Background: an optimization exercise with open tools, aiming at small area and a short achievable clock period. Do not read the settings as production practice. Only simulation tests tie the RTL to the original design; equivalence was not proved. Power is estimated from default activity; no workload was simulated.

==> v22 <==
## fir_filter
module fir_filter (
   input  logic               clk,
   input  logic               rst,
   input  logic signed [15:0] inp,
   output logic signed [39:0] outp
);
export LEC_CHECK = 0
export CAP_MARGIN = 20
export CORE_MARGIN = 2
export CORE_UTILIZATION = 40
export CTS_BUF_LIST = sky130_fd_sc_hd__clkbuf_16
export CTS_CLUSTER_DIAMETER = 80
export CTS_CLUSTER_SIZE = 30
export SETUP_SLACK_MARGIN = 4.9
export SLEW_MARGIN = 20
export SYNTH_HIERARCHICAL = 1
export SYNTH_MINIMUM_KEEP_SIZE = 0
create_clock -name core_clock -period 9.0 [get_ports {clk}]
run.sh (not shown) runs the stock make flow with config.mk's settings and CLKGATE_MAP_FILE= SYNTH_SCRIPT=/design/flow/synth_recipe.tcl, a recipe that flattens the netlist after the stock synthesis.
==> v19 (differences from v22) <==
SETUP_SLACK_MARGIN = 4.4   (was 4.9)
==> results_dict.tcl <==
set metrics [dict create \
    outcome "timing/DRC/antenna clean" \
    cp.required_ns 9.55 \
    final-clk-cell-share_pct 2.61 \
    via_per_inst 4.85 \
    post_dp_hpwl_um 130000 \
    worst_ep_arrival_time_ns 4.95 \
    critical_path.n_buffers_inverters 0 \
    share_of_the_final_layout_cell_area_in_multi_input_gates_pct 61.6 \
    layout-drive-gt1-share_pct 25.1 \
    final-instance-count-excl-fill 6155 \
    stdcell_area_um2 65200 \
    tightest_slew_ns 0.918 \
    critical_path.endpoint "r5_17_0" \
]
Source of the figures above: v22

==> results_dict.tcl <==
set metrics [dict create \
    worst_setup_path_start_kind "flop" \
    via_per_inst 4.85 \
    post_dp_hpwl_um 131000 \
    stdcell_area_um2 61500 \
    critical_path.endpoint "r5_16_0" \
    worst_ep_arrival_time_ns 5.13 \
    final-instance-count-excl-fill 5939 \
    final-clk-cell-share_pct 3.20 \
    cp.required_ns 9.59 \
    layout-drive-gt1-share_pct 8.79 \
    outcome "timing/DRC/antenna clean" \
    critical_path.n_buffers_inverters 1 \
    worst-path-stages 9 \
]
Source of the figures above: v19



==> inputs of 06-14 <==
fir_filter, a different RTL version from the one above (not shown whole).
## fir_filter
module fir_filter (
   input  logic               clk,
   input  logic               rst,
   input  logic signed [15:0] inp,
   output logic signed [39:0] outp
);
Settings: LEC_CHECK=0, CAP_MARGIN=20, CORE_MARGIN=2, CORE_UTILIZATION=40, CTS_BUF_LIST=sky130_fd_sc_hd__clkbuf_16, CTS_CLUSTER_DIAMETER=80, CTS_CLUSTER_SIZE=30, SETUP_SLACK_MARGIN=4.6, SLEW_MARGIN=20, SYNTH_HIERARCHICAL=1, SYNTH_MINIMUM_KEEP_SIZE=0; clock period 9.0 ns.
==> 11-05 (differences from 06-14) <==
--- a/flow/config.mk
+++ b/flow/config.mk
@@ -12,5 +12,5 @@
 export CTS_CLUSTER_DIAMETER = 80
 export CTS_CLUSTER_SIZE = 30
-export SETUP_SLACK_MARGIN = 4.6
+export SETUP_SLACK_MARGIN = 4.3
 export SLEW_MARGIN = 20
 export SYNTH_HIERARCHICAL = 1
==> comparison table <==
metric                                                                      11-05                    06-14
Run status                                                complete, no violations  complete, no violations
Number of non-clock buffers                                                   123                      246
Register-to-Register Setup Slack                                          4.35 ns                  4.35 ns
Power in combinational cells                                              7.70 mW                  7.99 mW
Worst setup path endpoint                                      y_q[29]$_SDFF_PP0_          r5_16_0$_DFF_P_
Static leakage                                                            23.9 nW                  24.3 nW
Relative contribution of sequential cells to total power                    30.6%                    29.9%
Share of total power in combinational logic                                 51.3%                    52.3%
Switching power                                                           5.82 mW                  5.94 mW
Area of all placed cells without fillers                              60700 sq um              62800 sq um
Core occupancy in the finished layout                                       44.1%                    45.5%
Path depth of the worst reg2reg path                                           13                       11
Routed wire length                                                         144 mm                   147 mm
Met1 Routed Length                                                        61.8 mm                  64.1 mm
Clock-cell share of area                                                    3.04%                    2.94%
Least-Margin Pin Slew                                                     1.16 ns                  1.22 ns
Largest clock skew in the final design                                  0.0425 ns                0.0463 ns
Area of the multi-input gates                                         37900 sq um              38600 sq um
Initial DRC Count                                                            1796                     1787
Worst relative slew slack                                                   22.9%                    18.4%
Resized cells post-CTS                                                         49                      301
Wire length per cell                                                      24.8 um                  24.7 um
Sequential cell area                                                  16300 sq um              16400 sq um
Worst r2r src                                                  d[0][4]$_SDFF_PP0_      d[13][8]$_SDFF_PP0_
VDD IR-drop max                                                        0.000208 V               0.000215 V
Proportion of cell area occupied by multi-input gates                       62.3%                    61.5%


==> job 6074: inputs <==
fir_filter, a different RTL version from the one above (not shown whole).
export LEC_CHECK = 0
export CAP_MARGIN = 20
export CORE_MARGIN = 2
export CORE_UTILIZATION = 65
export PLACE_DENSITY = 0.75
export SLEW_MARGIN = 20
export SYNTH_HIERARCHICAL = 1
export SYNTH_MINIMUM_KEEP_SIZE = 0
create_clock -name core_clock -period 9.0 [get_ports {clk}]
==> inputs of job 5808, as changes to job 6074 <==
--- a/flow/config.mk
+++ b/flow/config.mk
@@ -9,4 +9,6 @@
 export CORE_MARGIN = 2
-export CORE_UTILIZATION = 65
-export PLACE_DENSITY = 0.75
+export CORE_UTILIZATION = 40
+export CTS_BUF_LIST = sky130_fd_sc_hd__clkbuf_8
+export CTS_CLUSTER_DIAMETER = 60
+export CTS_CLUSTER_SIZE = 20
 export SLEW_MARGIN = 20
==> notes <==
Critical path depth is the same in job 6074 and job 5808.
Against job 6074, the setup slack of job 5808 is better by 0.037 ns.
Cell area is about the same in job 5808 and job 6074.
Against job 5808, the power of job 6074 is larger by about 4.5%.
Of job 6074 and job 5808, job 6074 has the higher core utilization (gap 27 points).
In job 6074 the via count is larger than in job 5808, by about 1.6%.
Of job 5808 and job 6074, job 6074 has the higher global-route usage (gap 13 points).
Synthesized cell count is the same in job 6074 and job 5808.
Between job 5808 and job 6074, the lower fmax is in job 6074 (gap 0.69%, measured against job 6074).
In job 5808 the clock-buffer cell count is lower than in job 6074, by 28.
==> figures <==
Combinational power: job 5808 6.77 mW; job 6074 6.60 mW
Final antenna diode count: job 5808 2; job 6074 0
Portion of total power attributed to the clock network: job 5808 19.9%; job 6074 24.5%
Total clock buffers created by CTS: job 5808 78; job 6074 82
Fraction of area in registers: job 5808 26.7%; job 6074 26.8%
Source-to-sink clock delay at the later pin of the worst-skew pair: job 5808 0.81 ns; job 6074 0.65 ns
Launch instance of the worst register-to-register path: job 5808 d[7][4]; job 6074 d[10][8]
Most congested layer reported by global routing: job 5808 met2; job 6074 met1
Multi-input gate share of the layout cell area: job 5808 62.8%; job 6074 62.9%
Clock Root Buffer: job 5808 sky130_fd_sc_hd__clkbuf_8; job 6074 sky130_fd_sc_hd__clkbuf_16
Fin Clk Skew: job 5808 0.0740 ns; job 6074 0.0282 ns
Clock transition at the register clock pins on the worst setup and hold paths after CTS: job 5808 0.11 ns; job 6074 0.07 ns
Global-route wire length before repair: job 5808 198 mm; job 6074 198 mm
Peak Freq: job 5808 188 MHz; job 6074 186 MHz
Run status: job 5808 complete, no violations; job 6074 complete, no violations
Die ar.: job 5808 0.138 mm2; job 6074 0.0854 mm2
Non-Filler Cell Area, Final: job 5808 0.0585 mm2; job 6074 0.0584 mm2
PnR worst setup slack: job 5808 3.67 ns; job 6074 3.63 ns
Total core area: job 5808 0.134 mm2; job 6074 0.0821 mm2
Global-route track usage on met1: job 5808 27.4%; job 6074 48.7%
Worst Max-Slew Pin Slew: job 5808 0.987 ns; job 6074 1.26 ns
Initial drt markers: job 5808 1592; job 6074 1811


==> inputs of wip/quartz <==
Starting RTL as in the previous note.
make LEC_CHECK=0 CAP_MARGIN=20 CORE_MARGIN=2 CORE_UTILIZATION=40 SETUP_SLACK_MARGIN=4.2 SLEW_MARGIN=20 SYNTH_HIERARCHICAL=1 SYNTH_MINIMUM_KEEP_SIZE=0 finish   # period 9.0 ns
==> wip/juniper (differences from wip/quartz) <==
Settings changed: SETUP_SLACK_MARGIN 4.2 to default.
==> notes <==
Via count: wip/quartz is higher than wip/juniper (3.0%). wip/quartz completed with no timing, DRC or antenna violations. wip/juniper went through all stages and came out clean. Against wip/juniper, the global-route usage of wip/quartz is higher by 0.61 points. Final cell count: wip/juniper is lower than wip/quartz (2.9%). In wip/juniper the worst setup slack is lower than in wip/quartz, by 0.36 ns. Synthesized cell count is the same in wip/quartz and wip/juniper. Power: wip/juniper is smaller than wip/quartz (about 2.8%).

## static timing again, ports no longer ideal
The results above use ideal ports. As a check the final layouts listed here were re-extracted and re-timed, cells and wires unchanged. Step 1 (the two cells are an assumption about what drives the block):
set clk [get_ports {clk}]
set_driving_cell -lib_cell sky130_fd_sc_hd__clkbuf_16 $clk
set_driving_cell -lib_cell sky130_fd_sc_hd__buf_2 [delete_from_list [all_inputs] $clk]
Step 2, shift: input delay + t, output delay - t, t = (earliest + latest rising clock arrival at the registers) / 2. This alone moves slack from input paths to output paths. a / b / c = ideal ports / drivers / drivers and shift; a / b = the first two.
run | shift t [ns] | slack for setup (ns) | cell pins on the clock port's net
v22 | 0.733 | 4.599 / 4.599 / 4.599 | 1
v19 | 0.758 | 4.463 / 4.463 / 4.463 | 1
06-14 | 0.758 | 4.355 / 4.355 / 4.355 | 1
11-05 | 0.756 | 4.352 / 4.352 / 4.352 | 1
job 6074 | 0.711 | 3.632 / 3.632 / 3.632 | 1
job 5808 | 0.848 | 3.669 / 3.669 / 3.669 | 1
wip/quartz | 0.754 | 4.019 / 4.019 / 4.019 | 1
wip/juniper | 0.759 | 3.662 / 3.662 / 3.662 | 1
After both steps setup and hold are still met in every run listed.
